From an optimization exercise on the open Yosys and OpenROAD flow, aimed at small area; shortcuts taken in it are not production practice.
The RTL was checked by simulation tests, not by an equivalence proof against the original design.
Power is estimated from default activity; no workload was simulated.

Setup of run A:
==> flow/design.v (excerpt) <==
module lab_probe_trace #(
    parameter int NCH   = 8,
    parameter int W     = 16,
    parameter int DEPTH = 16,
    localparam int AW   = $clog2(DEPTH)
) (
    input  logic               i_lab_clk,
    input  logic               i_lab_reset,
    input  logic               i_step_clk,
    input  logic [NCH*W-1:0]   i_probe_in,
    input  logic               i_arm,
    input  logic               i_stop,
    input  logic               i_trig_en,
    input  logic [2:0]         i_trig_ch,
    input  logic [W-1:0]       i_trig_val,
    input  logic [AW-1:0]      i_post_len,
    input  logic [AW-1:0]      i_rd_idx,
    output logic [NCH*W-1:0]   o_rd_data,
    output logic [AW:0]        o_count,
    output logic [1:0]         o_state,
    output logic               o_triggered,
    output logic [31:0]        o_step_cnt
);
Size: roughly 3,500 cells after synthesis, about 2,300 flip-flops, about 330 I/O pins, ~0.077 mm2 of cells after synthesis.
==> flow/config.mk <==
export PLATFORM = sky130hd
export DESIGN_NAME = lab_probe_trace
export DESIGN_NICKNAME = lab_probe_trace
export VERILOG_FILES = /design/flow/design.v
export SDC_FILE = /design/flow/constraint.sdc
export NUM_CORES = 4
export LEC_CHECK = 0
export CAP_MARGIN = 20
export CORE_MARGIN = 2
export CORE_UTILIZATION = 65
export PLACE_DENSITY = 0.75
export SLEW_MARGIN = 20
export SYNTH_HIERARCHICAL = 1
==> flow/constraint.sdc <==
create_clock -name core_clock -period 4.5 [get_ports {i_lab_clk}]
set_input_delay 0.9000 -clock core_clock [delete_from_list [all_inputs] [get_ports {i_lab_clk}]]
set_output_delay 0.9000 -clock core_clock [all_outputs]
set_load 0.01 [all_outputs]
standard.sh (not shown) runs the stock make flow with config.mk's settings and CLKGATE_MAP_FILE= SYNTH_SCRIPT=/design/flow/synth_recipe.tcl, a recipe that flattens the netlist after the stock synthesis.
==> flow/flow/run.sh <==
#!/bin/bash
set -euo pipefail
export BUFFER_PORTS_ARGS="-buffer_cell sky130_fd_sc_hd__buf_1"
export CTS_ARGS="-sink_clustering_enable -repair_clock_nets -dont_use_dummy_load -buf_list {sky130_fd_sc_hd__clkbuf_8} -sink_clustering_size 18 -sink_clustering_max_diameter 60"
bash standard.sh > standard_flow.log 2>&1
Input changes introduced in run B (baseline for comparison: run A):
--- a/flow/flow/run.sh
+++ b/flow/flow/run.sh
@@ -3,3 +3,5 @@
 export BUFFER_PORTS_ARGS="-buffer_cell sky130_fd_sc_hd__buf_1"
 export CTS_ARGS="-sink_clustering_enable -repair_clock_nets -dont_use_dummy_load -buf_list {sky130_fd_sc_hd__clkbuf_8} -sink_clustering_size 18 -sink_clustering_max_diameter 60"
+export RECOVER_POWER=100
+export POST_GLOBAL_ROUTE_TCL="$PWD/flow/post_grt.tcl"
 bash standard.sh > standard_flow.log 2>&1
==> flow/flow/post_grt.tcl (new file) <==
# Power recovery (RECOVER_POWER) can leave max-slew or max-capacitance
# violations; repair them again on global-route parasitics.
log_cmd estimate_parasitics -global_routing
log_cmd global_route -start_incremental
log_cmd repair_design -verbose -cap_margin 20 -slew_margin 20
log_cmd detailed_placement
log_cmd global_route -end_incremental
log_cmd estimate_parasitics -global_routing
report_check_types -max_slew -max_cap -violators
### Flow results
Between run B and run A, the difference in total number of nets in the final design is negligible.
Between run A and run B, the timing-limited maximum frequency does not differ in any meaningful way.
[compare] base=run A new=run B: combinational power share ~0 delta, final-layout setup total negative slack comparable, cell area shows no meaningful change.
For run B and run A, there was not a single run that failed to finish clean.

---

lab_probe_trace, a different RTL version from the one above (not shown whole).
For scale: about 3600 cells after synthesis, roughly 2300 flip-flops, about 0.077 mm2 of cells after synthesis.
==> flow/design.v (excerpt) <==
module lab_probe_trace #(
    parameter int NCH   = 8,
    parameter int W     = 16,
    parameter int DEPTH = 16,
    localparam int AW   = $clog2(DEPTH)
) (
    input  logic               i_lab_clk,
    input  logic               i_lab_reset,
    input  logic               i_step_clk,
    input  logic [NCH*W-1:0]   i_probe_in,
    input  logic               i_arm,
    input  logic               i_stop,
    input  logic               i_trig_en,
    input  logic [2:0]         i_trig_ch,
    input  logic [W-1:0]       i_trig_val,
    input  logic [AW-1:0]      i_post_len,
    input  logic [AW-1:0]      i_rd_idx,
    output logic [NCH*W-1:0]   o_rd_data,
    output logic [AW:0]        o_count,
    output logic [1:0]         o_state,
    output logic               o_triggered,
    output logic [31:0]        o_step_cnt
);
==> flow/config.mk <==
export PLATFORM = sky130hd
export DESIGN_NAME = lab_probe_trace
export DESIGN_NICKNAME = lab_probe_trace
export VERILOG_FILES = /design/flow/design.v
export SDC_FILE = /design/flow/constraint.sdc
export NUM_CORES = 4
export LEC_CHECK = 0
export CAP_MARGIN = 20
export CORE_MARGIN = 2
export CORE_UTILIZATION = 65
export PLACE_DENSITY = 0.75
export SLEW_MARGIN = 20
export SYNTH_HIERARCHICAL = 1
==> flow/constraint.sdc <==
create_clock -name core_clock -period 4.5 [get_ports {i_lab_clk}]
set_input_delay 0.9000 -clock core_clock [delete_from_list [all_inputs] [get_ports {i_lab_clk}]]
set_output_delay 0.9000 -clock core_clock [all_outputs]
set_load 0.01 [all_outputs]
==> flow/flow/run.sh <==
#!/bin/bash
set -euo pipefail
export BUFFER_PORTS_ARGS="-buffer_cell sky130_fd_sc_hd__buf_1"
export CTS_ARGS="-sink_clustering_enable -repair_clock_nets -dont_use_dummy_load -buf_list {sky130_fd_sc_hd__clkbuf_8} -sink_clustering_size 16 -sink_clustering_max_diameter 60"
bash standard.sh > standard_flow.log 2>&1
The first run finished clean.
Edit:
==> flow/flow/run.sh (replaced) <==
#!/bin/bash
set -euo pipefail
export BUFFER_PORTS_ARGS="-buffer_cell sky130_fd_sc_hd__buf_1"
export CTS_ARGS="-sink_clustering_enable -repair_clock_nets -dont_use_dummy_load -buf_list {sky130_fd_sc_hd__clkbuf_8} -sink_clustering_size 18 -sink_clustering_max_diameter 60"
bash standard.sh > standard_flow.log 2>&1
What happened:
- register-to-register slack is worse by 0.08 ns
- cell count is about the same
- worst hold slack is better by 0.021 ns
- via count goes down by about 0.6%
- power goes down by about 0.9%
- area after synthesis stays the same

-- what the ideal ports hide --
The results above use ideal ports. As a check the final layouts listed here were re-extracted and re-timed, cells and wires unchanged.
Step 1 assumes that a clkbuf_16 drives the clock port and a buf_2 every other input.
Step 2 moves the port delays by t, midway between the first and last clock arrival at a register: inputs arrive t later, outputs are due t later. That takes back most of the time a late clock gives input paths.
Three values: ideal, step 1, step 2; two values: the first two.
run | shift t [ns] | setup WS [ns] | hold slack, ns | slew at the worst register clock pin (ns) | cell pins on the clock port's net
run A | 0.913 | 0.135 / 0.061 / 0.761 | 0.128 / 0.079 / 0.364 | 0.11 / 0.11 | 1
run B | 0.913 | 0.134 / 0.059 / 0.483 | 0.129 / 0.086 / 0.364 | 0.12 / 0.12 | 1
the first run of note 2 | 0.942 | 0.105 / 0.024 / 0.965 | 0.073 / 0.013 / 0.364 | 0.11 / 0.11 | 1
the second run of note 2 | 0.920 | 0.119 / 0.041 / 0.922 | 0.094 / 0.038 / 0.363 | 0.11 / 0.11 | 1
After both steps setup and hold are still met in every run listed.
